From an optimization exercise on the open Yosys and OpenROAD flow, aimed at small area, a short achievable clock period and few clock cycles per item; shortcuts taken in it are not production practice.
No run shown here included a check of the RTL's function; only the layout flow was run.
No activity file was given, so power comes from the tool's default toggle rates.

==> design.v <==
package htok_pkg;
  localparam logic [3:0] EV_TEXT        = 4'd0;
  localparam logic [3:0] EV_TEXT_END    = 4'd1;
  localparam logic [3:0] EV_START_BEGIN = 4'd2;
  localparam logic [3:0] EV_END_BEGIN   = 4'd3;
  localparam logic [3:0] EV_NAME        = 4'd4;
  localparam logic [3:0] EV_ANAME       = 4'd5;
  localparam logic [3:0] EV_AVALUE      = 4'd6;
  localparam logic [3:0] EV_ATTR_KEEP   = 4'd7;
  localparam logic [3:0] EV_ATTR_DROP   = 4'd8;
  localparam logic [3:0] EV_TAG_END     = 4'd9;
  localparam logic [3:0] EV_TAG_ABORT   = 4'd10;
  localparam logic [3:0] EV_COMMENT     = 4'd11;
  localparam logic [3:0] EV_COMMENT_END = 4'd12;
  localparam logic [3:0] EV_DOCTYPE     = 4'd13;
  localparam logic [3:0] EV_DOCTYPE_END = 4'd14;
endpackage
module html_markup_tokenizer_unit (
  input  logic        clk,
  input  logic        rst,
  input  logic        byte_valid,
  output logic        byte_stall,
  input  logic [8:0]  byte_item,    
  output logic        event_valid,
  input  logic        event_stall,
  output logic [13:0] event_item    
);
  localparam logic [4:0] S_DATA     = 5'd0;
  localparam logic [4:0] S_TAG_OPEN = 5'd1;
  localparam logic [4:0] S_TAG_NAME = 5'd2;
  localparam logic [4:0] S_END_OPEN = 5'd3;
  localparam logic [4:0] S_SELF_CL  = 5'd4;
  localparam logic [4:0] S_BA       = 5'd5;    
  localparam logic [4:0] S_ANAME    = 5'd6;
  localparam logic [4:0] S_AA       = 5'd7;    
  localparam logic [4:0] S_BAV      = 5'd8;    
  localparam logic [4:0] S_VDQ      = 5'd9;
  localparam logic [4:0] S_VSQ      = 5'd10;
  localparam logic [4:0] S_VUNQ     = 5'd11;
  localparam logic [4:0] S_TEXT     = 5'd12;   
  localparam logic [4:0] S_MARKUP   = 5'd13;
  localparam logic [4:0] S_COMMENT  = 5'd14;
  localparam logic [4:0] S_DOCTYPE  = 5'd15;
  localparam logic [4:0] S_R_FIN0   = 5'd16;   
  localparam logic [4:0] S_R_FIN1   = 5'd17;   
  localparam logic [4:0] S_R_ANAME  = 5'd18;   
  localparam logic [4:0] S_R_FLUSH  = 5'd19;   
  localparam logic [4:0] S_R_DASH   = 5'd20;   
  localparam logic [4:0] S_R_HELD   = 5'd21;   
  localparam logic [4:0] S_C_TAG     = 5'd24;  
  localparam logic [4:0] S_C_MARKUP  = 5'd25;  
  localparam logic [4:0] S_C_FLUSH   = 5'd26;
  localparam logic [4:0] S_C_DATA    = 5'd27;  
  localparam logic [4:0] S_C_COMMENT = 5'd28;  
  localparam logic [4:0] S_C_DOCTYPE = 5'd29;  
  logic [4:0] st;
  logic       anp, avp;     
  logic [2:0] mc;           
  logic       md;           
  logic [5:0] mu;           
  logic [1:0] dash;         
  logic [3:0] hc;           
  logic [7:0][2:0] hs;      
  logic       started;      
  logic       ir_v, sk_v;
  logic [7:0] x, sk;
  logic       xl, skl;
  logic       out_free, go, consume;
  assign byte_stall = sk_v;
  assign out_free   = !event_valid || !event_stall;
  assign go         = ir_v && out_free;
  logic [7:0] xf;
  logic is_ws, is_al, is_lt, is_gt, is_sl, is_eq, is_dq, is_sq, is_bang, is_dash, is_nul;
  assign xf      = x | 8'h20;
  assign is_ws   = (x == 8'h20) || (x == 8'h09) || (x == 8'h0A) || (x == 8'h0C) || (x == 8'h0D);
  assign is_al   = (xf >= 8'h61) && (xf <= 8'h7A);
  assign is_lt   = (x == 8'h3C);
  assign is_gt   = (x == 8'h3E);
  assign is_sl   = (x == 8'h2F);
  assign is_eq   = (x == 8'h3D);
  assign is_dq   = (x == 8'h22);
  assign is_sq   = (x == 8'h27);
  assign is_bang = (x == 8'h21);
  assign is_dash = (x == 8'h2D);
  assign is_nul  = (x == 8'h00);
  function automatic logic [7:0] dt_char(input logic [2:0] i);
    case (i)
      3'd0:    dt_char = 8'h64;
      3'd1:    dt_char = 8'h6F;
      3'd2:    dt_char = 8'h63;
      3'd3:    dt_char = 8'h74;
      3'd4:    dt_char = 8'h79;
      3'd5:    dt_char = 8'h70;
      3'd6:    dt_char = 8'h65;
      default: dt_char = 8'h00;
    endcase
  endfunction
  logic [2:0] h_old;
  logic [7:0] h_old_b;
  always_comb begin
    case (hc)
      4'd1:    h_old = hs[0];
      4'd2:    h_old = hs[1];
      4'd3:    h_old = hs[2];
      4'd4:    h_old = hs[3];
      4'd5:    h_old = hs[4];
      4'd6:    h_old = hs[5];
      4'd7:    h_old = hs[6];
      default: h_old = hs[7];
    endcase
  end
  assign h_old_b = (h_old == 3'd0) ? 8'h20 : {5'b00001, h_old};
  logic [7:0] f_byte;
  always_comb begin
    if (hc[3])     f_byte = 8'h21;
    else if (md)   f_byte = 8'h2D;
    else           f_byte = dt_char(hc[2:0]) & ~{2'b00, mu[hc[2:0]], 5'b00000};
  end
  logic [4:0] n_st;
  logic       n_anp, n_avp, n_started, n_pend;
  logic       clos_empty;
  logic [2:0] n_mc;
  logic [1:0] n_dash;
  logic [3:0] n_hc;
  logic       emit, esc, cont, more, finish;
  logic [3:0] ek;
  logic [7:0] eb;
  logic       do_fin, fin_sc, fin_store, do_an, an_store;
  logic       pending;
  logic       tag_state;
  assign pending = anp || avp;
  always_comb begin
    case (st)
      S_DATA, S_TEXT: clos_empty = is_lt;
      S_TAG_OPEN: clos_empty = is_sl;
      S_END_OPEN: clos_empty = !is_al;
      S_TAG_NAME: clos_empty = is_gt;
      S_SELF_CL:  clos_empty = is_gt;
      S_BA, S_ANAME, S_AA, S_BAV, S_VUNQ: clos_empty = is_gt;
      S_COMMENT:  clos_empty = is_gt && dash == 2'd2;
      S_DOCTYPE:  clos_empty = is_gt;
      S_R_FIN0, S_R_FIN1: clos_empty = 1'b1;
      default:    clos_empty = 1'b0;
    endcase
  end
  always_comb begin
    n_st      = st;
    n_anp     = anp;
    n_avp     = avp;
    n_mc      = mc;
    n_dash    = dash;
    n_hc      = hc;
    n_started = started;
    emit      = 1'b0;
    ek        = htok_pkg::EV_TEXT;
    esc       = 1'b0;
    cont      = 1'b0;
    finish    = 1'b0;
    do_fin    = 1'b0;
    fin_sc    = 1'b0;
    fin_store = 1'b0;
    do_an     = 1'b0;
    an_store  = 1'b0;
      case (st)
        S_DATA, S_TEXT: begin
          if (is_lt) begin
            if (st == S_TEXT) begin
              emit = 1'b1;
              ek   = htok_pkg::EV_TEXT_END;
            end
            n_st = S_TAG_OPEN;
          end else begin
            emit = 1'b1;
            ek   = htok_pkg::EV_TEXT;
            n_st = S_TEXT;
          end
        end
        S_TAG_OPEN: begin
          if (is_sl) begin
            n_st = S_END_OPEN;
          end else if (is_al) begin
            n_anp = 1'b0;
            n_avp = 1'b0;
            emit  = 1'b1;
            ek    = htok_pkg::EV_START_BEGIN;
            n_st  = S_TAG_NAME;
          end else if (is_bang) begin
            n_mc = 3'd0;
            n_st = S_MARKUP;
          end else begin
            emit = 1'b1;
            ek   = htok_pkg::EV_TEXT;
            n_st = S_TEXT;
            cont = 1'b1;
          end
        end
        S_TAG_NAME: begin
          if (is_ws) begin
            n_st = S_BA;
          end else if (is_sl) begin
            n_st = S_SELF_CL;
          end else if (is_gt) begin
            do_fin = 1'b1;
          end else begin
            emit = 1'b1;
            ek   = htok_pkg::EV_NAME;
          end
        end
        S_END_OPEN: begin
          if (is_al) begin
            n_anp = 1'b0;
            n_avp = 1'b0;
            emit  = 1'b1;
            ek    = htok_pkg::EV_END_BEGIN;
            n_st  = S_TAG_NAME;
          end else begin
            n_st = S_DATA;
          end
        end
        S_SELF_CL, S_BA: begin
          if (st == S_SELF_CL && is_gt) begin
            do_fin = 1'b1;
            fin_sc = 1'b1;
          end else if (is_ws) begin
            n_st = S_BA;
          end else if (is_sl) begin
            n_st = S_SELF_CL;
          end else if (is_gt) begin
            do_fin    = 1'b1;
            fin_store = 1'b1;
          end else begin
            do_an = 1'b1;
          end
        end
        S_ANAME: begin
          if (is_ws) begin
            n_st = S_AA;
          end else if (is_sl) begin
            n_st = S_SELF_CL;
          end else if (is_gt) begin
            do_fin    = 1'b1;
            fin_store = 1'b1;
          end else if (is_eq) begin
            n_st = S_BAV;
          end else begin
            emit  = 1'b1;
            ek    = htok_pkg::EV_ANAME;
            n_anp = 1'b1;
          end
        end
        S_AA: begin
          if (is_ws) begin
            n_st = S_AA;
          end else if (is_sl) begin
            n_st = S_SELF_CL;
          end else if (is_eq) begin
            n_st = S_BAV;
          end else if (is_gt) begin
            do_fin    = 1'b1;
            fin_store = 1'b1;
          end else begin
            do_an    = 1'b1;
            an_store = 1'b1;
          end
        end
        S_BAV: begin
          if (is_ws) begin
            n_st = S_BAV;
          end else if (is_dq) begin
            n_st = S_VDQ;
          end else if (is_sq) begin
            n_st = S_VSQ;
          end else if (is_gt) begin
            do_fin    = 1'b1;
            fin_store = 1'b1;
          end else begin
            n_st = S_VUNQ;
            if (!is_nul) begin
              emit  = 1'b1;
              ek    = htok_pkg::EV_AVALUE;
              n_avp = 1'b1;
            end
          end
        end
        S_VDQ, S_VSQ: begin
          if ((st == S_VDQ) ? is_dq : is_sq) begin
            if (pending) begin
              emit = 1'b1;
              ek   = anp ? htok_pkg::EV_ATTR_KEEP : htok_pkg::EV_ATTR_DROP;
            end
            n_anp = 1'b0;
            n_avp = 1'b0;
            n_st  = S_BA;
          end else begin
            emit  = 1'b1;
            ek    = htok_pkg::EV_AVALUE;
            n_avp = 1'b1;
          end
        end
        S_VUNQ: begin
          if (is_ws) begin
            if (pending) begin
              emit = 1'b1;
              ek   = anp ? htok_pkg::EV_ATTR_KEEP : htok_pkg::EV_ATTR_DROP;
            end
            n_anp = 1'b0;
            n_avp = 1'b0;
            n_st  = S_BA;
          end else if (is_gt) begin
            do_fin    = 1'b1;
            fin_store = 1'b1;
          end else if (!is_nul) begin
            emit  = 1'b1;
            ek    = htok_pkg::EV_AVALUE;
            n_avp = 1'b1;
          end
        end
        S_MARKUP: begin
          if (mc == 3'd0 && (is_dash || xf == 8'h64)) begin
            n_mc    = 3'd1;
          end else if (mc != 3'd0 && md && is_dash) begin
            n_mc   = 3'd0;
            n_dash = 2'd0;
            n_st   = S_COMMENT;
          end else if (mc != 3'd0 && !md && xf == dt_char(mc)) begin
            if (mc == 3'd6) begin
              n_mc      = 3'd0;
              n_hc      = 4'd0;
              n_started = 1'b0;
              n_st      = S_DOCTYPE;
            end else begin
              n_mc     = mc + 3'd1;
            end
          end else begin
            emit = 1'b1;
            ek   = htok_pkg::EV_TEXT;
            n_st = S_R_FLUSH;
            n_hc = 4'd8;
            cont = 1'b1;
          end
        end
        S_R_FLUSH, S_C_FLUSH: begin
          emit = 1'b1;
          ek   = htok_pkg::EV_TEXT;
          cont = 1'b1;
          if (hc[3] ? (mc == 3'd0) : (hc[2:0] + 3'd1 == mc)) begin
            n_st = (st == S_C_FLUSH) ? S_C_DATA : S_TEXT;
            n_hc = 4'd0;
            n_mc = 3'd0;
          end else begin
            n_hc = hc[3] ? 4'd0 : hc + 4'd1;
          end
        end
        S_COMMENT: begin
          if (is_dash) begin
            if (dash != 2'd2) begin
              n_dash = dash + 2'd1;
            end else begin
              emit = 1'b1;
              ek   = htok_pkg::EV_COMMENT;
            end
          end else if (is_gt && dash == 2'd2) begin
            emit   = 1'b1;
            ek     = htok_pkg::EV_COMMENT_END;
            n_dash = 2'd0;
            n_st   = S_DATA;
          end else if (dash != 2'd0) begin
            emit   = 1'b1;
            ek     = htok_pkg::EV_COMMENT;
            n_dash = dash - 2'd1;
            n_st   = S_R_DASH;
            cont   = 1'b1;
          end else begin
            emit = 1'b1;
            ek   = htok_pkg::EV_COMMENT;
          end
        end
        S_R_DASH: begin
          emit = 1'b1;
          ek   = htok_pkg::EV_COMMENT;
          if (dash != 2'd0) begin
            n_dash = dash - 2'd1;
            cont   = 1'b1;
          end else begin
            n_st = S_COMMENT;
          end
        end
        S_DOCTYPE: begin
          if (is_gt) begin
            emit      = 1'b1;
            ek        = htok_pkg::EV_DOCTYPE_END;
            n_hc      = 4'd0;
            n_started = 1'b0;
            n_st      = S_DATA;
          end else if (is_ws) begin
            if (started) begin
              if (hc == 4'd8) begin
                emit = 1'b1;
                ek   = htok_pkg::EV_DOCTYPE;
              end else begin
                n_hc = hc + 4'd1;
              end
            end
          end else if (hc != 4'd0) begin
            emit = 1'b1;
            ek   = htok_pkg::EV_DOCTYPE;
            n_hc = hc - 4'd1;
            n_st = S_R_HELD;
            cont = 1'b1;
          end else begin
            emit      = 1'b1;
            ek        = htok_pkg::EV_DOCTYPE;
            n_started = 1'b1;
          end
        end
        S_R_HELD: begin
          emit = 1'b1;
          ek   = htok_pkg::EV_DOCTYPE;
          if (hc != 4'd0) begin
            n_hc = hc - 4'd1;
            cont = 1'b1;
          end else begin
            n_started = 1'b1;
            n_st      = S_DOCTYPE;
          end
        end
        S_R_FIN0, S_R_FIN1: begin
          emit = 1'b1;
          ek   = htok_pkg::EV_TAG_END;
          esc  = (st == S_R_FIN1);
          n_st = S_DATA;
        end
        S_R_ANAME: begin
          emit  = 1'b1;
          ek    = htok_pkg::EV_ANAME;
          n_anp = 1'b1;
          n_st  = S_ANAME;
        end
        S_C_TAG: begin
          emit = 1'b1;
          if (pending) begin
            ek    = htok_pkg::EV_ATTR_DROP;
            n_anp = 1'b0;
            n_avp = 1'b0;
            cont  = 1'b1;
          end else begin
            ek   = htok_pkg::EV_TAG_ABORT;
            n_st = S_DATA;
          end
        end
        S_C_MARKUP: begin
          emit = 1'b1;
          ek   = htok_pkg::EV_TEXT;
          n_st = S_C_FLUSH;
          n_hc = 4'd8;
          cont = 1'b1;
        end
        S_C_COMMENT: begin
          emit = 1'b1;
          if (dash != 2'd0) begin
            ek     = htok_pkg::EV_COMMENT;
            n_dash = dash - 2'd1;
            cont   = 1'b1;
          end else begin
            ek   = htok_pkg::EV_COMMENT_END;
            n_st = S_DATA;
          end
        end
        S_C_DOCTYPE: begin
          emit      = 1'b1;
          ek        = htok_pkg::EV_DOCTYPE_END;
          n_st      = S_DATA;
          n_hc      = 4'd0;
          n_started = 1'b0;
        end
        S_C_DATA: begin
          emit = 1'b1;
          ek   = htok_pkg::EV_TEXT_END;
          n_st = S_DATA;
        end
        default: begin
          n_st = S_DATA;
          cont = 1'b1;
        end
      endcase
      if (do_fin) begin
        emit  = 1'b1;
        n_anp = 1'b0;
        n_avp = 1'b0;
        if (pending) begin
          ek   = (fin_store && anp) ? htok_pkg::EV_ATTR_KEEP : htok_pkg::EV_ATTR_DROP;
          n_st = fin_sc ? S_R_FIN1 : S_R_FIN0;
          cont = 1'b1;
        end else begin
          ek   = htok_pkg::EV_TAG_END;
          esc  = fin_sc;
          n_st = S_DATA;
        end
      end
      if (do_an) begin
        n_anp = 1'b0;
        n_avp = 1'b0;
        if (pending) begin
          emit = 1'b1;
          ek   = (an_store && anp) ? htok_pkg::EV_ATTR_KEEP : htok_pkg::EV_ATTR_DROP;
          if (is_eq) begin
            n_st = S_BAV;
          end else begin
            n_st = S_R_ANAME;
            cont = 1'b1;
          end
        end else if (is_eq) begin
          n_st = S_BAV;
        end else begin
          emit  = 1'b1;
          ek    = htok_pkg::EV_ANAME;
          n_anp = 1'b1;
          n_st  = S_ANAME;
        end
      end
    more   = cont;
    n_pend = cont;
    if (!cont && xl && !(st[4] && st[3])) begin
      if (clos_empty) begin
        n_st = S_DATA;
      end else begin
        more   = 1'b1;
        n_pend = 1'b1;
        case (n_st)
          S_MARKUP:  n_st = S_C_MARKUP;
          S_COMMENT: n_st = S_C_COMMENT;
          S_DOCTYPE: n_st = S_C_DOCTYPE;
          S_TEXT:    n_st = S_C_DATA;
          default:   n_st = S_C_TAG;
        endcase
      end
    end
  end
  logic [7:0] src;
  logic       byte_ev;
  always_comb begin
    case (st)
      S_TAG_OPEN:                      src = is_al ? x : 8'h3C;
      S_MARKUP, S_C_MARKUP:            src = 8'h3C;
      S_R_FLUSH, S_C_FLUSH:            src = f_byte;
      S_COMMENT, S_R_DASH, S_C_COMMENT: src = (dash != 2'd0) ? 8'h2D : x;
      S_DOCTYPE, S_R_HELD:             src = (hc != 4'd0) ? h_old_b : x;
      default:                         src = x;
    endcase
  end
  assign byte_ev = (ek == htok_pkg::EV_TEXT) || (ek == htok_pkg::EV_START_BEGIN) ||
                   (ek == htok_pkg::EV_END_BEGIN) || (ek == htok_pkg::EV_NAME) ||
                   (ek == htok_pkg::EV_ANAME) || (ek == htok_pkg::EV_AVALUE) ||
                   (ek == htok_pkg::EV_COMMENT) || (ek == htok_pkg::EV_DOCTYPE);
  assign eb = byte_ev ? src : 8'h00;
  assign consume = go && !n_pend;
  always_ff @(posedge clk) begin
    if (rst) begin
      st          <= S_DATA;
      anp         <= 1'b0;
      avp         <= 1'b0;
      mc          <= 3'd0;
      dash        <= 2'd0;
      hc          <= 4'd0;
      started     <= 1'b0;
      ir_v        <= 1'b0;
      sk_v        <= 1'b0;
      event_valid <= 1'b0;
    end else begin
      if (go) begin
        st      <= n_st;
        anp     <= n_anp;
        avp     <= n_avp;
        mc      <= n_mc;
        dash    <= n_dash;
        hc      <= n_hc;
        started <= n_started;
      end
      if (!ir_v || consume) begin
        ir_v <= sk_v || byte_valid;
        sk_v <= 1'b0;
      end else if (byte_valid && !sk_v) begin
        sk_v <= 1'b1;
      end
      if (go && emit) begin
        event_valid <= 1'b1;
      end else if (!event_stall) begin
        event_valid <= 1'b0;
      end
    end
  end
  always_ff @(posedge clk) begin
    if (!ir_v || consume) begin
      x  <= sk_v ? sk : byte_item[8:1];
      xl <= sk_v ? skl : byte_item[0];
    end
    if (!sk_v) begin
      sk  <= byte_item[8:1];
      skl <= byte_item[0];
    end
    if (go) begin
      if (st == S_MARKUP) begin
        if (mc == 3'd0) begin
          md <= is_dash;
        end
        mu[mc] <= !x[5];
      end
      if (st == S_DOCTYPE && is_ws) begin
        hs <= {hs[6:0], x[2:0]};
      end
    end
    if (out_free) begin
      event_item <= {ek, eb, esc, !more};
    end
  end
endmodule
==> flow/run.sh <==
#!/bin/bash
set -euo pipefail
here=$PWD
sed "s|\$::env(SCRIPTS_DIR)/synth.tcl|$here/synth_custom.tcl|" synth_recipe.tcl > synth_recipe_custom.tcl
sed "s|^  log_cmd abc {\*}\$abc_args|  set abc_args [lreplace \$abc_args 1 1 $here/flow/area.abc]\n  log_cmd abc {*}\$abc_args|" \
  "$FLOW_HOME/scripts/synth.tcl" > synth_custom.tcl
grep -q "flow/area.abc" synth_custom.tcl
grep -q "synth_custom.tcl" synth_recipe_custom.tcl
bash standard.sh SYNTH_SCRIPT="$here/synth_recipe_custom.tcl" SETUP_SLACK_MARGIN=7.5 \
  "BUFFER_PORTS_ARGS=-buffer_cell sky130_fd_sc_hd__buf_2" finish > standard.log 2>&1
==> flow/area.abc <==
strash
ifraig
scorr
dc2
strash
&get -n
&st
&syn4
&dch -f
&nf -R 1000
&put
==> standard.sh <==
#!/bin/bash
# synth_recipe.tcl (not shown) runs the flow's synth.tcl, then flattens the netlist and writes it again
# the make line also repeats each setting of config.mk as NAME=value (left out here)
make -C /OpenROAD-flow-scripts/flow DESIGN_CONFIG=/design/flow/config.mk WORK_HOME=/design/flow/orfs CLKGATE_MAP_FILE= SYNTH_SCRIPT=/design/flow/synth_recipe.tcl "${@:-finish}"
==> config.mk <==
export PLATFORM = sky130hd
export DESIGN_NAME = html_markup_tokenizer_unit
export DESIGN_NICKNAME = html_markup_tokenizer_unit
export VERILOG_FILES = /design/flow/design.v
export SDC_FILE = /design/flow/constraint.sdc
export NUM_CORES = 4
export LEC_CHECK = 0
export CAP_MARGIN = 20
export CORE_MARGIN = 2
export CORE_UTILIZATION = 40
export CTS_BUF_LIST = sky130_fd_sc_hd__clkbuf_8
export SETUP_SLACK_MARGIN = 5
export SLEW_MARGIN = 20
==> constraint.sdc <==
create_clock -name core_clock -period 11.5 [get_ports {clk}]
set_input_delay 2.3000 -clock core_clock [delete_from_list [all_inputs] [get_ports {clk}]]
set_output_delay 2.3000 -clock core_clock [all_outputs]
set_load 0.01 [all_outputs]
==> flow_summary.rst, run 1 <==
.. list-table::
   :header-rows: 1

   * - Metric
     - Value
   * - Run status
     - timing/DRC/antenna clean
   * - Syn nets
     - between 700 and 800
   * - Worst-case clock skew
     - around 0.033 ns
   * - DR WL met3
     - 2.37 mm
   * - Root buffer cell
     - clkbuf_8
   * - Post-synth EDFFs
     - 54
   * - Die boundary width
     - roughly 120 µm
   * - Post-detailed-route count of antenna-violating nets
     - 0
   * - Die boundary height
     - ~120 µm
   * - Global-route usage over all layers
     - roughly 29%
   * - Area share of fa/ha/maj cells after synthesis
     - just over 4%
   * - Starting utilization of the core area
     - between 40% and 50%
   * - Worst max-slew margin expressed relative to the limit
     - 30.9%
   * - Final setup violating endpoints
     - 0
   * - Count of mapped cells out of synthesis
     - 683
   * - DR WL met2
     - 8.62 mm
   * - Ant. Diodes
     - 0
   * - Internal cell power
     - ~570 µW
   * - Placed cells
     - ~900
   * - GP Congestion
     - around 1.1
   * - Post-synthesis simple-gate area fraction
     - roughly 30%
   * - Initial antenna violation count
     - 0
   * - Number of DRC violations after detailed routing
     - 0
   * - Leading cell types in the layout, fill and taps excluded
     - 100 x nand2_1, 98 x nor2_1, 54 x edfxtp_1, 53 x a21oi_1, 47 x nand3_1
   * - Fmax
     - ~0.25 GHz
   * - Cell row count
     - 42
   * - Drt wl/cell
     - approximately 22 µm
   * - Pin count of the biggest net entering global routing
     - 25
   * - Actual slew at the worst max-slew pin
     - slightly above 1 ns
   * - Post-route setup TNS
     - 0 ns
   * - CTS tree
     - yes
   * - Unrepaired setup endpoints after global routing
     - false
   * - Sw Ratio
     - 38.3%
   * - Leakage
     - about 0.0024 µW
   * - Count of placed standard cells in the final layout, fillers left out
     - 934
   * - Buffers on Ports
     - 28
   * - Mean post-synth cell area
     - ~8.1 µm²
   * - Insertion delay to the later sink of the worst-skew pair
     - 0.41 ns
   * - Final worst path period share
     - approximately 34%
   * - Period minus WS final
     - between 3 and 4 ns
   * - Area inside the core boundary
     - 13300 µm²
   * - Peak supply drop
     - roughly 0.091 mV
   * - Post-synthesis register bit count
     - 83
   * - Class of the tightest hold or removal check
     - reg2reg
   * - Power per cell area
     - roughly 140 nW/µm²
   * - Clock sink total
     - just over 80
   * - Fraction of layout cells with a size suffix above 1
     - between 10% and 20%
   * - Hold buffers post-CTS
     - 0
   * - First-pass GRT wire length
     - 31.5 mm
   * - Switching pwr
     - approximately 350 µW
   * - Clock Pin Slew Worst Setup and Hold Paths
     - approximately 0.10 ns
   * - Via count of the first global-routing pass
     - around 5500
   * - Top_reg_cell synth
     - edfxtp_1
   * - Sequential power share
     - 41.2%
   * - Synth unique cells
     - 53
   * - Share of synthesized area spent on multiplexers
     - 2.61%
   * - Total clock buffers created by CTS
     - 9
   * - Kind of start point of the critical path
     - input pin
   * - Combinational fraction of design power
     - between 30% and 40%
   * - Overflow left after global routing
     - 0
   * - Final routed wirelength across all metal layers
     - between 20 and 25 mm
   * - Fraction of the mapped netlist area in compound gates
     - 21.2%
   * - Async set-or-reset flop fraction in the synthesized netlist
     - 0%
   * - Post-detailed-route via-to-cell ratio
     - roughly 6.4
   * - Clock share of power
     - roughly a quarter
   * - Die area
     - around 15000 µm²
   * - Dominant combinational cell family by area after synthesis
     - simple AND/OR/NAND/NOR gates
   * - Met1 WL
     - ~9 mm
   * - Finished Cell Area
     - roughly 6500 µm²
   * - Xor and xnor fraction of the mapped netlist area
     - 1.11%
   * - HPWL after DPL
     - roughly 15 mm
   * - Nets
     - 784
   * - Element type at the critical path end
     - flop
   * - H-tree depth
     - 3
   * - Highest metal layer with signal wires
     - met4
   * - Number of violations of the max-capacitance limit
     - 0
   * - Overall power consumption
     - around 920 µW
   * - Top-Level Pins
     - 29
   * - First drt pass iteration count
     - 9
   * - Number of max-slew violations in the final report
     - 0
   * - Most frequent standard cell in the layout excluding fill and tap cells
     - nand2_1
   * - CP max FO
     - 18
   * - Yosys warning count
     - 1
   * - Area growth, synth to finish
     - 18.5%
   * - Register area share after synthesis
     - approximately 40%
   * - Worst endpoint required time
     - roughly 12 ns
   * - Signal arrival time at the worst endpoint
     - 4.27 ns
   * - Post-Synthesis Cell Area
     - between 5000 and 6000 µm²
   * - First DRT Iteration DRCs
     - 735
   * - CP Class
     - in2reg
   * - Number of vias in the routed layout
     - approximately 6000
   * - Number of buffers between clock root and the deepest sink
     - 2
   * - Hold violation total from the final report
     - 0
   * - Post-DP Area
     - about 6000 µm²
==> per-layer routing <==
metal / track usage [%] / up-vias
li1: - / 2719
met1: 39.5 / 2807
met2: 39.9 / 387
met3: 10.3 / 98
met4: 12.0 / 0
met5: 0 / -
==> critical path, stage by stage <==
cell and delay (ns):
buf_2 0.09, nand2_1 0.05, buf_4 0.27, nand2_1 0.31
a31oi_1 0.33, nand3_1 0.22, nor4_1 0.46, a22o_1 0.22
==> cell type report <==
type | instances | area, µm²
fill | 1329 | 6810
sequential | 83 | 2210
tap | 176 | 220
multi-input combinational | 584 | 3460
clock inverter | 7 | 81.3
clock buffer | 9 | 124
inverter | 17 | 68.8
timing repair buffer | 58 | 365
==> cell usage after synthesis, types with 4 or more instances <==
cell	number	area, µm²
a211o_1	4	35.0
a211oi_1	8	60.1
a21oi_1	54	270
a22o_1	4	35.0
a311oi_1	4	35.0
a31oi_1	15	93.8
and2_0	9	56.3
and3_1	12	75.1
clkinv_1	17	63.8
dfxtp_1	29	581
edfxtp_1	54	1620
ha_1	18	225
mux2_1	9	101
nand2_1	103	387
nand2b_1	15	93.8
nand3_1	49	245
nand4_1	9	56.3
nor2_1	106	398
nor2b_1	10	62.6
nor3_1	28	140
nor4_1	8	50.1
o211ai_1	4	30.0
o21a_1	5	37.5
o21ai_0	44	220
o22ai_1	7	43.8
o31ai_1	6	45.0
or2_0	4	25.0
xnor2_1	5	43.8
==> registers in the layout, summed over array words and instances (netlist names) <==
register / count
mc: 3
mu: 6
st: 5
dash: 2
avp: 1
skl: 1
ir_v: 1
hs: 24
xl: 1
x: 8
event_valid: 1
sk: 8
hc: 4
anp: 1
sk_v: 1
started: 1
event_item: 14
md: 1
==> timing repair <==
action / in CTS / in global routing
gates cloned: 0 / 1
resized for setup: 30 / 34
pin swaps: 2 / 5
setup buffers: 12 / 9
setup endpoints to repair: 28 / 26
==> power by group through the flow <==
stage | registers (µW) | clock network [µW] | logic [µW]
floorplan | 395 | 0 | 141
global placement | 385 | 0 | 255
detailed placement | 386 | 0 | 250
CTS | 376 | 237 | 277
global route | 381 | 249 | 324
finish | 377 | 234 | 304
==> metrics by stage <==
stage	setup slack [ns]	util (%)	hold WS, ns
3_5_place_dp	6.35	44.6	0.441
2_1_floorplan	7.52	-	0.427
6_report	7.56	49.0	0.464
5_1_grt	7.44	49.0	0.480
3_3_place_gp	6.24	44.6	0.432
4_1_cts	7.50	47.6	0.465
==> path summary, 6_finish.rpt <==
kind	start	to	slack [ns]	cells after the start
max	event_stall	mc[1]	7.56	8
min	hs[12]	hs[15]	0.46	0
max reg2reg	x[7]	event_item[2]	7.63	15
min reg2reg	hs[12]	hs[15]	0.46	0
==> cell families (layout without fill, tap and decap cells) <==
family / Yosys count / count (layout)
AND/OR/NAND/NOR: 361 / 362
XOR/XNOR: 7 / 7
AO/OA/AOI/OAI: 185 / 185
multiplexers: 12 / 12
flip-flops: 83 / 83
buffers and inverters: 17 / 91
adder cells (fa/ha/maj): 18 / 18
==> inputs of run 2 (changes only) <==
--- a/design.v
+++ b/design.v
@@ -110,11 +110,13 @@
     endcase
   end
   assign h_old_b = (h_old == 3'd0) ? 8'h20 : {5'b00001, h_old};
+  logic [2:0] fpos;
   logic [7:0] f_byte;
+  assign fpos = hc[2:0] - 3'd2;
   always_comb begin
-    if (hc[3])     f_byte = 8'h21;
-    else if (md)   f_byte = 8'h2D;
-    else           f_byte = dt_char(hc[2:0]) & ~{2'b00, mu[hc[2:0]], 5'b00000};
+    if (hc == 4'd1)  f_byte = 8'h21;
+    else if (md)     f_byte = 8'h2D;
+    else             f_byte = dt_char(fpos) & ~{2'b00, mu[fpos], 5'b00000};
   end
   logic [4:0] n_st;
   logic       n_anp, n_avp, n_started, n_pend;
@@ -129,6 +131,18 @@
   logic       pending;
   logic       tag_state;
   assign pending = anp || avp;
+  logic [4:0] cl_target;
+  always_comb begin
+    case (st)
+      S_DATA, S_TEXT:      cl_target = S_C_DATA;
+      S_TAG_OPEN:          cl_target = is_bang ? S_C_MARKUP : S_C_TAG;
+      S_MARKUP:            cl_target = (mc != 3'd0 && md && is_dash) ? S_C_COMMENT :
+                                       (mc == 3'd6) ? S_C_DOCTYPE : S_C_MARKUP;
+      S_COMMENT, S_R_DASH: cl_target = S_C_COMMENT;
+      S_DOCTYPE, S_R_HELD: cl_target = S_C_DOCTYPE;
+      default:             cl_target = S_C_TAG;
+    endcase
+  end
   always_comb begin
     case (st)
       S_DATA, S_TEXT: clos_empty = is_lt;
@@ -335,7 +349,7 @@
             emit = 1'b1;
             ek   = htok_pkg::EV_TEXT;
             n_st = S_R_FLUSH;
-            n_hc = 4'd8;
+            n_hc = 4'd1;
             cont = 1'b1;
           end
         end
@@ -343,12 +357,12 @@
           emit = 1'b1;
           ek   = htok_pkg::EV_TEXT;
           cont = 1'b1;
-          if (hc[3] ? (mc == 3'd0) : (hc[2:0] + 3'd1 == mc)) begin
+          if (hc == {1'b0, mc} + 4'd1) begin
             n_st = (st == S_C_FLUSH) ? S_C_DATA : S_TEXT;
             n_hc = 4'd0;
             n_mc = 3'd0;
           end else begin
-            n_hc = hc[3] ? 4'd0 : hc + 4'd1;
+            n_hc = hc + 4'd1;
           end
         end
         S_COMMENT: begin
@@ -452,7 +466,7 @@
           emit = 1'b1;
           ek   = htok_pkg::EV_TEXT;
           n_st = S_C_FLUSH;
-          n_hc = 4'd8;
+          n_hc = 4'd1;
           cont = 1'b1;
         end
         S_C_COMMENT: begin
@@ -526,13 +540,7 @@
       end else begin
         more   = 1'b1;
         n_pend = 1'b1;
-        case (n_st)
-          S_MARKUP:  n_st = S_C_MARKUP;
-          S_COMMENT: n_st = S_C_COMMENT;
-          S_DOCTYPE: n_st = S_C_DOCTYPE;
-          S_TEXT:    n_st = S_C_DATA;
-          default:   n_st = S_C_TAG;
-        endcase
+        n_st   = cl_target;
       end
     end
   end
==> run 2 against run 1 <==
Clock skew decreased by 0.015 ns. Critical path type is now reg2reg. Sequential share of layout area rose by 0.74 points. Sequential cell count did not move. Non-clock buffer count up 4. Still clean on timing, DRC and antenna. Hold slack worse by 0.016 ns. Power grew 8.2%. Final area down 2.3%.
==> flow_summary.rst, run 2 <==
.. list-table::
   :header-rows: 1

   * - Metric
     - Value
   * - Dominant combinational cell family by area after synthesis
     - simple AND/OR/NAND/NOR gates
   * - Final routed wirelength across all metal layers
     - 19.5 mm (-6.4%)
   * - Count of mapped cells out of synthesis
     - 655 (-4.1%)
   * - GR peak layer
     - met2
   * - Stages on worst setup path
     - 14 (+6)
   * - H-tree depth
     - 3 (unchanged)
   * - Buffers plus inverters on the worst setup path
     - 1 (-1)
   * - Area inside the core boundary
     - 13200 µm² (-0.79%)
   * - Most frequent standard cell in the layout excluding fill and tap cells
     - nand2_1
   * - Drt wl/cell
     - 21.5 µm (-3.8%)
   * - Largest registers
     - hs x24, event_item x14
   * - Starting utilization of the core area
     - 41.1% (-0.26 points)
   * - Cell at the slowest stage of the critical path
     - edfxtp_1
   * - Number of max-slew violations in the final report
     - 0 (unchanged)
   * - Global-route usage over all layers
     - 27.1% (-1.5 points)
   * - Most repeated cell in the gate-level netlist after synthesis
     - nand2_1
   * - Worst-case clock skew
     - 0.0174 ns (-0.0153 ns)
   * - Signal arrival time at the worst endpoint
     - 4.21 ns (-0.06 ns)
   * - Sw Ratio
     - 39.3% (+1.1 points)
   * - Cell row count
     - 42 (unchanged)
   * - Reg with most FFs
     - hs
   * - Worst reg-to-reg setup slack
     - 7.60 ns (-0.03 ns)
   * - Die boundary width
     - 121 µm (-0.68%)
   * - HPWL after DPL
     - 14.1 mm (-7.6%)
   * - Fraction of the mapped netlist area in compound gates
     - 20.9% (-0.23 points)
   * - Area growth, synth to finish
     - 17.4%
   * - Pin count of the biggest net entering global routing
     - 30 (+20%)
   * - Via count of the first global-routing pass
     - 5352 (-3.4%)
   * - CTS tree
     - yes
   * - Worst endpoint required time
     - 11.82 ns (about the same)
   * - Synth top area cells
     - edfxtp_1 30%, dfxtp_1 11%, nand2_1 6.6%
   * - Crit Reg-Reg Endpoint
     - st[4]
   * - GP Congestion
     - 1.03 (-4.5%)
   * - CP Class
     - reg2reg
   * - Area share of fa/ha/maj cells after synthesis
     - 3.91% (-0.17 points)
   * - Switching pwr
     - 389 µW (+11%)
   * - Final worst path period share
     - 33.9% (-0.39 points)
   * - Mean post-synth cell area
     - 8.30 µm² (+2.8%)
   * - Post-DP Area
     - 5870 µm² (-1.4%)
   * - Number of violations of the max-capacitance limit
     - 0 (unchanged)
   * - Cell breakdown of the critical path
     - buf_4, nor2b_1, nand4_1, a32oi_1, nand2_1, nand4b_1, a31oi_1, o21ai_0, a21oi_1, o21ai_2, nor3_1, nand2b_1, a41oi_1, a211o_1
   * - First drt pass iteration count
     - 7 (-2)
   * - Actual slew at the worst max-slew pin
     - 0.825 ns (-0.207 ns)
   * - Clock share of power
     - 22.7% (-2.8 points)
   * - Met3 Resource Use GR
     - 9.95% (-0.39 points)
   * - Max FFs per register
     - 24 (unchanged)
   * - Worst hold path stage count
     - 0 (unchanged)
   * - Internal cell power
     - 600 µW (+6.3%)
   * - Post-detailed-route via-to-cell ratio
     - 6.46 (+0.43%)
   * - Leading cell types in the layout, fill and taps excluded
     - 93 x nand2_1, 85 x nor2_1, 54 x edfxtp_1, 45 x a21oi_1, 41 x nand3_1
   * - Post-synth EDFFs
     - 54 (unchanged)
   * - CP max FO
     - 10 (-8)
   * - Combinational fraction of design power
     - 35.7% (+2.5 points)
   * - First DRT Iteration DRCs
     - 882 (+20%)
   * - Overflow left after global routing
     - 0 (unchanged)
   * - Clock sink total
     - 83 (unchanged)
   * - Insertion delay to the later sink of the worst-skew pair
     - 0.39 ns (-0.02 ns)
   * - Async set-or-reset flop fraction in the synthesized netlist
     - 0% (unchanged)
   * - Post-synthesis simple-gate area fraction
     - 29.4% (-0.52 points)
   * - List of most frequent post-synthesis cells
     - 96 x nand2_1, 88 x nor2_1, 54 x edfxtp_1
   * - Number of buffers between clock root and the deepest sink
     - 2 (unchanged)
   * - Number of DRC violations after detailed routing
     - 0 (unchanged)
   * - End point of the most critical hold path
     - hs[4]
   * - Register area share after synthesis
     - 40.5% (+0.57 points)
   * - Share of synthesized area spent on multiplexers
     - 2.44% (-0.17 points)
   * - Fmax
     - 0.257 GHz (+1.1%)
   * - Crit path max-delay family
     - compound AO/OA/AOI/OAI gates
   * - Peak supply drop
     - 0.123 mV (+35%)
   * - Hold violation total from the final report
     - 0 (unchanged)
   * - Launch point of the worst reg-to-reg path
     - x[1]
   * - Root buffer cell
     - clkbuf_8
   * - Overall power consumption
     - 990 µW (+8.2%)
   * - Buffers on Ports
     - 28 (unchanged)
   * - Initial antenna violation count
     - 0 (unchanged)
   * - Top-Level Pins
     - 29 (unchanged)
   * - Die area
     - 14500 µm² (-1.4%)
   * - Total clock buffers created by CTS
     - 9 (unchanged)
   * - Hold path startpoint
     - hs[1]
   * - Ant. Diodes
     - 0 (unchanged)
   * - Nets
     - 758 (-3.3%)
   * - Worst max-slew margin expressed relative to the limit
     - 43.5% (+13 points)
   * - Unrepaired setup endpoints after global routing
     - true
   * - Fraction of layout cells with a size suffix above 1
     - 14.1% (-1.6 points)
   * - Number of vias in the routed layout
     - 5869 (-2.4%)
   * - Post-route setup TNS
     - 0 ns (unchanged)
   * - Area fraction of the dominant cell type after synthesis
     - 29.8% (+0.42 points)
   * - Element type at the critical path end
     - flop
   * - Class of the tightest hold or removal check
     - reg2reg
   * - Met1 routing resource usage after global routing
     - 37.6% (-1.9 points)
   * - Power per cell area
     - 155 nW/µm² (+11%)
   * - Library cell occupying the most area in the post-synthesis netlist
     - edfxtp_1
   * - Syn nets
     - 685 (-4.1%)
   * - Final setup violating endpoints
     - 0 (unchanged)
   * - Xor and xnor fraction of the mapped netlist area
     - 1.61% (+0.50 points)
   * - R2r worst-path depth
     - 14 (-1)
   * - Leakage
     - 0.00231 µW (-3.6%)
   * - Finished Cell Area
     - 6380 µm² (-2.3%)
   * - First-pass GRT wire length
     - 30.2 mm (-4.2%)
   * - CP max stage delay
     - 0.58 ns (+0.12 ns)
   * - Met2 track demand over resource
     - 38.6% (-1.3 points)
   * - Sequential power share
     - 41.6% (+0.4 points)
   * - Synth unique cells
     - 52 (-1.9%)
   * - Hold buffers post-CTS
     - 0 (unchanged)
   * - Post-synthesis register bit count
     - 83 (unchanged)
   * - Kind of start point of the critical path
     - flop
   * - Yosys warning count
     - 1 (unchanged)
   * - Period minus WS final
     - 3.90 ns (-0.0445 ns)
   * - Post-Synthesis Cell Area
     - 5440 µm² (-1.4%)
   * - Clock Pin Slew Worst Setup and Hold Paths
     - 0.09 ns (about the same)
   * - Run status
     - timing/DRC/antenna clean
   * - Die boundary height
     - 121 µm (-0.68%)
   * - Post-detailed-route count of antenna-violating nets
     - 0 (unchanged)
   * - Top_reg_cell synth
     - edfxtp_1
[run 2: cell types whose count changed after synthesis, sizes merged, moves of 7 or more]
cell   change
nor3       +9
a21oi      -9
nand2      -7
nand4      +9
nand3      -8
nor2      -18
[run 2: final cells by class]
| class | count | area, µm² |
|---|---|---|
| multi-input cells | 555 | 3300 |
| inverters | 17 | 63.8 |
| clock buffers | 9 | 124 |
| clock inverters | 6 | 72.6 |
| flip-flops and latches | 83 | 2210 |
| repair buffers | 62 | 395 |
| well taps | 176 | 220 |
| fillers | 1305 | 6860 |
[run 2: logic make-up (layout without fill, tap and decap cells)]
group / count (synthesis) / after routing
AOI/OAI and AO/OA: 176 / 176
buffers and inverters: 17 / 94
adders and majority gates: 17 / 17
muxes: 12 / 12
xor gates and xnor gates: 10 / 10
DFF: 83 / 83
and+or+nand+nor: 340 / 340
[run 2: repair_timing]
action / in CTS / in global routing
endpoints found under the setup margin: 59 / 25
pin swaps: 1 / 2
resized for setup: 15 / 19
setup buffers: 5 / 20
[run 2: power by group through the flow]
stage / combinational (µW) / clock [µW] / sequential, µW
final: 353 / 225 / 412
after global routing: 382 / 242 / 414
after CTS: 310 / 227 / 411
after detailed placement: 295 / 0 / 420
after global placement: 300 / 0 / 420
after floorplan: 183 / 0 / 416
[run 2: stage by stage]
stage | instances | utilization, % | worst slack (ns) | hold slack [ns]
global placement | 868 | 44.4 | 6.72 | 0.427
floorplan | 655 | - | 7.61 | 0.418
global route | 908 | 48.2 | 7.44 | 0.462
finish | 908 | 48.2 | 7.60 | 0.448
CTS | 888 | 46.6 | 7.43 | 0.454
detailed placement | 868 | 44.4 | 6.72 | 0.439
[run 2: per-layer routing]
metal | up-vias | part of all wire [%]
met4 | 0 | 2.9
met3 | 59 | 12
met5 | - | 0
li1 | 2658 | -
met2 | 397 | 43
met1 | 2755 | 42
[run 2: how the worst max path moves through the flow]
stage | startpoint | to
2_1_floorplan | event_stall | anp
3_3_place_gp | event_stall | mc[1]
3_5_place_dp | event_stall | mc[1]
4_1_cts | st[3] | event_item[6]
5_1_grt | x[4] | st[4]
6_report | x[1] | st[4]
==> inputs of run 3 (changes only) <==
--- a/config.mk
+++ b/config.mk
@@ -9,5 +9,6 @@
 export CORE_MARGIN = 2
 export CORE_UTILIZATION = 40
 export CTS_BUF_LIST = sky130_fd_sc_hd__clkbuf_8
+export PLACE_DENSITY = 0.75
 export SETUP_SLACK_MARGIN = 5
 export SLEW_MARGIN = 20
==> run 3 against run 2 <==
Synthesized area is the same. Global-route usage shrank 3.2 points. Clock skew is essentially flat. Still clean. Register-to-register slack gained 0.05 ns. Sequential power shrank 2%. Die area is the same. Synthesized cell count is the same. Worst setup slack gained 0.053 ns. Hold slack lost 0.0037 ns. Sequential share of layout area is essentially flat. Non-clock buffer count shrank 2. Clock power grew 8%.
==> flow_summary.rst, run 3 <==
.. list-table::
   :header-rows: 1

   * - Metric
     - Value
   * - GR peak layer
     - met1
   * - List of most frequent post-synthesis cells
     - 96 x nand2_1, 88 x nor2_1, 54 x edfxtp_1
   * - Number of DRC violations after detailed routing
     - 0 (unchanged)
   * - Sequential power share
     - 40.3% (-1.3 points)
   * - Combinational fraction of design power
     - 35.5% (-0.2 points)
   * - Run status
     - timing/DRC/antenna clean
   * - First-pass GRT wire length
     - 27.3 mm (-9.4%)
   * - Clock Pin Slew Worst Setup and Hold Paths
     - 0.10 ns (about the same)
   * - Post-synthesis register bit count
     - 83 (unchanged)
   * - Count of placed standard cells in the final layout, fillers left out
     - 907 (-0.11%)
   * - Met1 routing resource usage after global routing
     - 33.7% (-3.9 points)
   * - Kind of start point of the critical path
     - flop
   * - Unrepaired setup endpoints after global routing
     - false
   * - Count of mapped cells out of synthesis
     - 655 (unchanged)
   * - Crit Reg-Reg Endpoint
     - sk_v
   * - Peak supply drop
     - 0.102 mV (-17%)
   * - Final worst path period share
     - 33.4% (-0.46 points)
   * - CP max FO
     - 11 (+1)
   * - Class of the tightest hold or removal check
     - reg2reg
   * - Fraction of layout cells with a size suffix above 1
     - 13.8% (-0.25 points)
   * - Sw Ratio
     - 37.5% (-1.9 points)
   * - Yosys warning count
     - 1 (unchanged)
   * - Cell breakdown of the critical path
     - nor3_4, and3_2, nand4_1, and2_4, nand2_1, a21oi_1, nand3_1, nor2_4, o21ai_1, nor4b_4, and3_2, nand4_1, and2_0, nand2_1, nand2_4, nor3_1
   * - Post-Synthesis Cell Area
     - 5440 µm² (unchanged)
   * - Cell row count
     - 42 (unchanged)
   * - Pin count of the biggest net entering global routing
     - 30 (unchanged)
   * - GP Congestion
     - 1.06 (+2.1%)
   * - Area inside the core boundary
     - 13200 µm² (unchanged)
   * - Post-detailed-route via-to-cell ratio
     - 6.46 (about the same)
   * - CP max stage delay
     - 0.57 ns (about the same)
   * - Placed cells
     - 867 (-0.12%)
   * - Initial antenna violation count
     - 0 (unchanged)
   * - Synth top area cells
     - edfxtp_1 30%, dfxtp_1 11%, nand2_1 6.6%
   * - Number of violations of the max-capacitance limit
     - 0 (unchanged)
   * - Number of max-slew violations in the final report
     - 0 (unchanged)
   * - Leading cell types in the layout, fill and taps excluded
     - 92 x nand2_1, 85 x nor2_1, 54 x edfxtp_1, 45 x a21oi_1, 41 x nand3_1
   * - Syn nets
     - 685 (unchanged)
   * - Hold violation total from the final report
     - 0 (unchanged)
   * - End point of the most critical hold path
     - hs[6]
   * - Post-route setup TNS
     - 0 ns (unchanged)
   * - Internal cell power
     - 624 µW (+4.0%)
   * - Period minus WS final
     - 3.84 ns (-0.0525 ns)
   * - Number of vias in the routed layout
     - 5858 (-0.19%)
   * - Die boundary width
     - 121 µm (unchanged)
   * - Worst endpoint required time
     - 11.80 ns (-0.02 ns)
   * - Hold buffers post-CTS
     - 0 (unchanged)
   * - Global-route usage over all layers
     - 23.9% (-3.2 points)
   * - Met3 Resource Use GR
     - 7.31% (-2.6 points)
   * - Switching pwr
     - 374 µW (-3.8%)
   * - Total clock buffers created by CTS
     - 9 (unchanged)
   * - Buffers plus inverters on the worst setup path
     - 0 (-1)
   * - Worst hold path stage count
     - 0 (unchanged)
   * - Worst reg-to-reg setup slack
     - 7.66 ns (+0.05 ns)
   * - Top_reg_cell synth
     - edfxtp_1
   * - Mean post-synth cell area
     - 8.30 µm² (unchanged)
   * - Hold path startpoint
     - hs[3]
   * - Insertion delay to the later sink of the worst-skew pair
     - 0.38 ns (about the same)
   * - CP Class
     - reg2reg
   * - Most repeated cell in the gate-level netlist after synthesis
     - nand2_1
   * - Worst-case clock skew
     - 0.0171 ns (-0.000370 ns)
   * - Element type at the critical path end
     - flop
   * - Number of buffers between clock root and the deepest sink
     - 2 (unchanged)
   * - Met2 track demand over resource
     - 33.6% (-5.0 points)
   * - Final routed wirelength across all metal layers
     - 17.6 mm (-9.9%)
   * - Clock share of power
     - 24.2% (+1.5 points)
   * - Launch point of the worst reg-to-reg path
     - x[4]
   * - Post-synth EDFFs
     - 54 (unchanged)
   * - Largest registers
     - hs x24, event_item x14
   * - Root buffer cell
     - clkbuf_8
   * - Worst max-slew margin expressed relative to the limit
     - 40.8% (-2.8 points)
   * - Cell at the slowest stage of the critical path
     - edfxtp_1
   * - Starting utilization of the core area
     - 41.1% (unchanged)
   * - Nets
     - 756 (-0.26%)
   * - First drt pass iteration count
     - 6 (-1)
   * - Synth unique cells
     - 52 (unchanged)
   * - CTS tree
     - yes
   * - Overflow left after global routing
     - 0 (unchanged)
   * - H-tree depth
     - 3 (unchanged)
   * - Overall power consumption
     - 999 µW (+0.92%)
   * - Power per cell area
     - 156 nW/µm² (+0.86%)
   * - Register area share after synthesis
     - 40.5% (unchanged)
   * - Library cell occupying the most area in the post-synthesis netlist
     - edfxtp_1
   * - Fmax
     - 0.260 GHz (+1.4%)
   * - Actual slew at the worst max-slew pin
     - 0.882 ns (+0.0563 ns)
   * - Ant. Diodes
     - 0 (unchanged)
   * - Area growth, synth to finish
     - 17.5% (about the same)
   * - HPWL after DPL
     - 12.4 mm (-12%)
   * - Via count of the first global-routing pass
     - 5128 (-4.2%)
   * - First DRT Iteration DRCs
     - 1002 (+14%)
   * - Async set-or-reset flop fraction in the synthesized netlist
     - 0% (unchanged)
   * - Most frequent standard cell in the layout excluding fill and tap cells
     - nand2_1
   * - Top-Level Pins
     - 29 (unchanged)
   * - Clock sink total
     - 83 (unchanged)
   * - Signal arrival time at the worst endpoint
     - 4.14 ns (-0.07 ns)
   * - Buffers on Ports
     - 28 (unchanged)
   * - Drt wl/cell
     - 19.4 µm (-9.8%)
   * - Max FFs per register
     - 24 (unchanged)
   * - Post-detailed-route count of antenna-violating nets
     - 0 (unchanged)
   * - Reg with most FFs
     - hs
   * - Crit path max-delay family
     - simple AND/OR/NAND/NOR gates
   * - Leakage
     - 0.00231 µW (+0.11%)
   * - Die boundary height
     - 121 µm (unchanged)
   * - Area fraction of the dominant cell type after synthesis
     - 29.8% (unchanged)
   * - R2r worst-path depth
     - 16 (+2)
   * - Die area
     - 14500 µm² (unchanged)
   * - Final setup violating endpoints
     - 0 (unchanged)
run 3: cell counts after synthesis:
Identical to the previous run, type by type.
run 3: cell families after synthesis:
family	synth area share [%]
compound gates	20.9
xor+xnor	1.61
fa+ha+maj	3.91
buf+inv	1.17
flops	40.5
mux	2.44
simple gates	29.4
run 3: timing repair:
item | 4_1_cts | 5_1_grt
endpoints found under the setup margin | 53 | 32
setup buffers | 0 | 24
gates resized for setup | 11 | 24
pin swaps | 0 | 5
run 3: cell type report:
| type | instances | area, µm² |
|---|---|---|
| repair buffers | 60 | 378 |
| clock inverters | 7 | 106 |
| fillers | 1307 | 6850 |
| well taps | 176 | 220 |
| flip-flops and latches | 83 | 2210 |
| inverters | 17 | 63.8 |
| clock buffers | 9 | 124 |
| multi-input cells | 555 | 3290 |
run 3: how the worst max path moves through the flow:
| stage | from | slack, ns | cells after the start | endpoint |
|---|---|---|---|---|
| 5_1_grt | x[4] | 7.46 | 16 | event_item[5] |
| 2_1_floorplan | event_stall | 7.61 | 7 | anp |
| 6_report | x[4] | 7.66 | 16 | sk_v |
| 3_3_place_gp | event_stall | 7.05 | 8 | anp |
| 3_5_place_dp | event_stall | 6.97 | 7 | mc[2] |
| 4_1_cts | st[3] | 7.49 | 15 | event_item[7] |
run 3: per-layer routing:
metal	wire [µm]	vias to the layer above	part of all wire (%)
met4	767	0	4.4
met3	2280	84	13
met2	7200	476	41
li1	-	2661	-
met5	0	-	0
met1	7330	2637	42
run 3: through the flow:
| stage | util [%] | cell area (µm²) | setup WS [ns] | hold WS (ns) |
|---|---|---|---|---|
| floorplan | - | 5450 | 7.61 | 0.418 |
| global placement | 44.3 | 5870 | 7.05 | 0.435 |
| detailed placement | 44.3 | 5870 | 6.97 | 0.438 |
| CTS | 46.3 | 6130 | 7.49 | 0.447 |
| global route | 48.2 | 6390 | 7.46 | 0.457 |
| finish | 48.2 | 6390 | 7.66 | 0.444 |
run 3: power by group through the flow:
stage	combinational [µW]	clock, µW	sequential, µW
finish	355	242	402
global route	379	262	404
CTS	297	248	406
detailed placement	290	0	412
global placement	293	0	413
floorplan	183	0	416
==> inputs of run 4 (changes only) <==
--- a/design.v
+++ b/design.v
@@ -151,7 +151,7 @@
       S_TAG_NAME: clos_empty = is_gt;
       S_SELF_CL:  clos_empty = is_gt;
       S_BA, S_ANAME, S_AA, S_BAV, S_VUNQ: clos_empty = is_gt;
-      S_COMMENT:  clos_empty = is_gt && dash == 2'd2;
+      S_COMMENT:  clos_empty = is_gt && dash[1];
       S_DOCTYPE:  clos_empty = is_gt;
       S_R_FIN0, S_R_FIN1: clos_empty = 1'b1;
       default:    clos_empty = 1'b0;
@@ -367,21 +367,21 @@
         end
         S_COMMENT: begin
           if (is_dash) begin
-            if (dash != 2'd2) begin
-              n_dash = dash + 2'd1;
+            if (!dash[1]) begin
+              n_dash = {dash[0], 1'b1};
             end else begin
               emit = 1'b1;
               ek   = htok_pkg::EV_COMMENT;
             end
-          end else if (is_gt && dash == 2'd2) begin
+          end else if (is_gt && dash[1]) begin
             emit   = 1'b1;
             ek     = htok_pkg::EV_COMMENT_END;
             n_dash = 2'd0;
             n_st   = S_DATA;
-          end else if (dash != 2'd0) begin
+          end else if (dash[0]) begin
             emit   = 1'b1;
             ek     = htok_pkg::EV_COMMENT;
-            n_dash = dash - 2'd1;
+            n_dash = {1'b0, dash[1]};
             n_st   = S_R_DASH;
             cont   = 1'b1;
           end else begin
@@ -392,8 +392,8 @@
         S_R_DASH: begin
           emit = 1'b1;
           ek   = htok_pkg::EV_COMMENT;
-          if (dash != 2'd0) begin
-            n_dash = dash - 2'd1;
+          if (dash[0]) begin
+            n_dash = {1'b0, dash[1]};
             cont   = 1'b1;
           end else begin
             n_st = S_COMMENT;
@@ -471,9 +471,9 @@
         end
         S_C_COMMENT: begin
           emit = 1'b1;
-          if (dash != 2'd0) begin
+          if (dash[0]) begin
             ek     = htok_pkg::EV_COMMENT;
-            n_dash = dash - 2'd1;
+            n_dash = {1'b0, dash[1]};
             cont   = 1'b1;
           end else begin
             ek   = htok_pkg::EV_COMMENT_END;
@@ -551,7 +551,7 @@
       S_TAG_OPEN:                      src = is_al ? x : 8'h3C;
       S_MARKUP, S_C_MARKUP:            src = 8'h3C;
       S_R_FLUSH, S_C_FLUSH:            src = f_byte;
-      S_COMMENT, S_R_DASH, S_C_COMMENT: src = (dash != 2'd0) ? 8'h2D : x;
+      S_COMMENT, S_R_DASH, S_C_COMMENT: src = (dash[0]) ? 8'h2D : x;
       S_DOCTYPE, S_R_HELD:             src = (hc != 4'd0) ? h_old_b : x;
       default:                         src = x;
     endcase
==> run 4 against run 3 <==
Via count down 0.51%. Power down 12%. Routed wire length up 8.8%. Synthesized cell count down 1.4%. Final area up 2.4%. Combinational power down 17%. Core utilization up 1.4 points. Critical path type is now in2reg. Clock power down 17%. Fmax down 2.6%. Largest cell class unchanged.
==> flow_summary.rst, run 4 <==
.. list-table::
   :header-rows: 1

   * - Metric
     - Value
   * - Run status
     - timing/DRC/antenna clean
   * - Yosys warning count
     - 1 (unchanged)
   * - Number of violations of the max-capacitance limit
     - 0 (unchanged)
   * - Post-detailed-route via-to-cell ratio
     - 6.38 (-1.3%)
   * - First-pass GRT wire length
     - 28.8 mm (+5.3%)
   * - Die boundary height
     - 120 µm (-0.61%)
   * - Element type at the critical path end
     - flop
   * - List of most frequent post-synthesis cells
     - 86 x nor2_1, 83 x nand2_1, 54 x edfxtp_1, 54 x o21ai_0, 47 x a21oi_1
   * - Fraction of layout cells with a size suffix above 1
     - 19.1% (+5.3 points)
   * - Post-Place Setup Slack
     - 6.50 ns (-0.474 ns)
   * - Number of buffers between clock root and the deepest sink
     - 2 (unchanged)
   * - Post-layout worst setup margin
     - 7.55 ns (-0.104 ns)
   * - Kind of start point of the critical path
     - input pin
   * - H-tree depth
     - 3 (unchanged)
   * - Nets
     - 758 (+0.26%)
   * - Initial antenna violation count
     - 0 (unchanged)
   * - Max FFs per register
     - 24 (unchanged)
   * - Finished Cell Area
     - 6540 µm² (+2.4%)
   * - Die boundary width
     - 120 µm (-0.61%)
   * - Area fraction of the dominant cell type after synthesis
     - 30.2% (+0.38 points)
   * - Actual slew at the worst max-slew pin
     - 1.01 ns (+0.127 ns)
   * - Period minus WS final
     - 3.95 ns (+0.104 ns)
   * - Buffers on Ports
     - 28 (unchanged)
   * - Ant. Diodes
     - 0 (unchanged)
   * - Starting utilization of the core area
     - 40.7% (-0.35 points)
   * - CTS tree
     - yes
   * - Overflow left after global routing
     - 0 (unchanged)
   * - Final worst path period share
     - 34.3% (+0.90 points)
   * - Worst reg-to-reg setup slack
     - 7.57 ns (-0.09 ns)
   * - Register area share after synthesis
     - 41.0% (+0.51 points)
   * - Synth unique cells
     - 51 (-1.9%)
   * - Die area
     - 14400 µm² (-1.2%)
   * - Pin count of the biggest net entering global routing
     - 25 (-17%)
   * - Post-synthesis register bit count
     - 83 (unchanged)
   * - Count of mapped cells out of synthesis
     - 646 (-1.4%)
   * - End point of the most critical hold path
     - hs[9]
   * - CP Class
     - in2reg
   * - Reg with most FFs
     - hs
   * - Library cell occupying the most area in the post-synthesis netlist
     - edfxtp_1
   * - Dominant combinational cell family by area after synthesis
     - simple AND/OR/NAND/NOR gates
   * - Insertion delay to the later sink of the worst-skew pair
     - 0.39 ns (about the same)
   * - Fraction of the mapped netlist area in compound gates
     - 22.2% (+1.3 points)
   * - Mean post-synth cell area
     - 8.31 µm² (+0.13%)
   * - Class of the tightest hold or removal check
     - reg2reg
   * - Number of DRC violations after detailed routing
     - 0 (unchanged)
   * - CP max FO
     - 17 (+6)
   * - R2r worst-path depth
     - 15 (-1)
   * - Leading cell types in the layout, fill and taps excluded
     - 78 x nand2_1, 78 x nor2_1, 54 x edfxtp_1, 50 x o21ai_0, 46 x buf_4
   * - Via count of the first global-routing pass
     - 5108 (-0.39%)
   * - Post-detailed-route count of antenna-violating nets
     - 0 (unchanged)
   * - Post-synth EDFFs
     - 54 (unchanged)
   * - Area growth, synth to finish
     - 21.9%
   * - Multi-input gate area
     - 3330 µm² (+1.4%)
   * - Global-route usage over all layers
     - 25.9% (+2.0 points)
   * - Synth top area cells
     - edfxtp_1 30%, dfxtp_1 11%, nor2_1 6.0%
   * - Signal arrival time at the worst endpoint
     - 4.23 ns (+0.09 ns)
   * - Area share of fa/ha/maj cells after synthesis
     - 2.80% (-1.1 points)
   * - Post-route setup TNS
     - 0 ns (unchanged)
   * - Async set-or-reset flop fraction in the synthesized netlist
     - 0% (unchanged)
   * - GP Congestion
     - 1.02 (-3.1%)
   * - Final setup violating endpoints
     - 0 (unchanged)
   * - Leakage
     - 0.00237 µW (+2.4%)
   * - Post-synthesis simple-gate area fraction
     - 28.1% (-1.3 points)
   * - Power per cell area
     - 134 nW/µm² (-14%)
   * - Hold violation total from the final report
     - 0 (unchanged)
   * - Clock Pin Slew Worst Setup and Hold Paths
     - 0.09 ns (about the same)
   * - Clock sink total
     - 83 (unchanged)
   * - Xor and xnor fraction of the mapped netlist area
     - 1.47% (-0.14 points)
   * - Worst-case clock skew
     - 0.0132 ns (-0.00390 ns)
   * - Top_reg_cell synth
     - edfxtp_1
   * - Crit Reg-Reg Endpoint
     - x[1]
   * - Sequential cell area
     - 2220 µm² (+0.34%)
   * - Share of synthesized area spent on multiplexers
     - 3.08% (+0.64 points)
   * - Hold path startpoint
     - hs[6]
   * - Most repeated cell in the gate-level netlist after synthesis
     - nor2_1
   * - First DRT Iteration DRCs
     - 1032 (+3.0%)
   * - Post-Synthesis Cell Area
     - 5370 µm² (-1.2%)
   * - Unrepaired setup endpoints after global routing
     - true
   * - HPWL after DPL
     - 13.4 mm (+8.2%)
   * - Cell row count
     - 42 (unchanged)
   * - Peak supply drop
     - 0.101 mV (-1.6%)
   * - Drt wl/cell
     - 20.9 µm (+7.9%)
   * - FILL cells
     - 1270 (-2.8%)
   * - First drt pass iteration count
     - 8 (+2)
   * - Area inside the core boundary
     - 13200 µm² (-0.40%)
   * - Syn nets
     - 671 (-2.0%)
   * - Top-Level Pins
     - 29 (unchanged)
   * - Number of vias in the routed layout
     - 5828 (-0.51%)
   * - Post-DP Area
     - 5800 µm² (-1.2%)
   * - Worst max-slew margin expressed relative to the limit
     - 32.1% (-8.6 points)
   * - Launch point of the worst reg-to-reg path
     - x[2]
   * - Worst hold path stage count
     - 0 (unchanged)
   * - Fmax
     - 0.253 GHz (-2.6%)
   * - Final routed wirelength across all metal layers
     - 19.1 mm (+8.8%)
   * - Largest registers
     - hs x24, event_item x14
   * - Root buffer cell
     - clkbuf_8
   * - Total clock buffers created by CTS
     - 9 (unchanged)
   * - Number of max-slew violations in the final report
     - 0 (unchanged)
   * - Worst endpoint required time
     - 11.78 ns (-0.02 ns)
run 4: kinds of logic after synthesis:
group / Yosys count
DFF: 83
adders and majority gates: 12
xor gates and xnor gates: 9
muxes: 14
AOI/OAI and AO/OA: 190
and+or+nand+nor: 319
buffers and inverters: 19
run 4: how the worst max path moves through the flow:
stage / start / endpoint / slack [ns]
2_1_floorplan: x[0] / event_item[6] / 7.51
6_report: event_stall / hc[1] / 7.55
3_3_place_gp: x[1] / event_item[9] / 6.52
4_1_cts: x[5] / event_item[3] / 7.51
5_1_grt: x[0] / event_item[3] / 7.39
3_5_place_dp: x[5] / x[5] / 6.50
run 4: final cells by class:
cell class	instances	share of cell area, %
timing repair buffer	76	7.82
sequential	83	33.9
multi-input combinational	544	50.9
clock inverter	7	0.937
tap	176	3.37
inverter	19	1.15
clock buffer	9	1.89
run 4: per-layer routing:
metal	global-route usage, %	wire (µm)
met5	0	0
met4	9.85	710
met3	7.60	2360
met2	36.9	8050
met1	37.0	7990
run 4: critical path: stages:
cell and delay [ns]:
buf_2 0.11, nand2_4 0.21, nand2_2 0.26, nor2b_1 0.25, nand2_1 0.12, nor3_1 0.41, nor2_1 0.11, a31o_1 0.22
a22o_1 0.22
run 4: through the flow:
stage | instances | utilization [%] | hold slack, ns | power (µW)
after floorplan | 646 | - | 0.418 | 531
after detailed placement | 854 | 43.9 | 0.439 | 614
after global placement | 854 | 43.9 | 0.429 | 617
after global routing | 914 | 49.6 | 0.477 | 919
final | 914 | 49.6 | 0.449 | 878
after CTS | 882 | 47.0 | 0.452 | 843
run 4: timing repair:
| action | in CTS | in global routing |
|---|---|---|
| resized for setup | 34 | 30 |
| hold buffers | 0 | 0 |
| pin swaps | 5 | 14 |
| setup buffers | 12 | 31 |
| cloned | 0 | 0 |
| setup endpoints to repair | 54 | 23 |
run 4: power by group:
part           total, µW  internal [µW]  switching [µW]  leakage [µW]
Sequential           381            357            24.5      0.000757
Clock                200           82.0             118     0.0000884
Combinational        296            113             183       0.00152

## port drivers added, routing unchanged
The flow's constraints put no driver on any port. The routed layouts listed below were extracted and timed again, unchanged, in two steps. Step 1 sets driving cells, clkbuf_16 on the clock port and buf_2 on the other inputs (assumed; they add their load-dependent delay and slew). Step 2 adds t to the input delays and takes it off the output delays; t is the mean of the earliest and latest rising clock arrival at the registers after step 1. Input paths then give back, and output paths get back, about the clock's delay inside the block. Slacks: no drivers / after step 1 / after step 2; pairs: no drivers / after step 1.
| run | t, ns | setup slack, ns | slew at the worst register clock pin (ns) | worst slew at a driven data input, ns |
|---|---|---|---|---|
| run 1 | 0.428 | 7.560 / 7.579 / 7.150 | 0.12 / 0.12 | 0.03 |
| run 2 | 0.417 | 7.605 / 7.605 / 7.367 | 0.10 / 0.10 | 0.03 |
| run 3 | 0.406 | 7.657 / 7.657 / 7.337 | 0.10 / 0.10 | 0.03 |
| run 4 | 0.413 | 7.554 / 7.565 / 7.157 | 0.10 / 0.10 | 0.03 |
After both steps setup and hold are still met in every run listed. For run 1, which loses most, drivers alone change the setup slack by +0.019 ns; drivers and shift together by -0.410 ns.
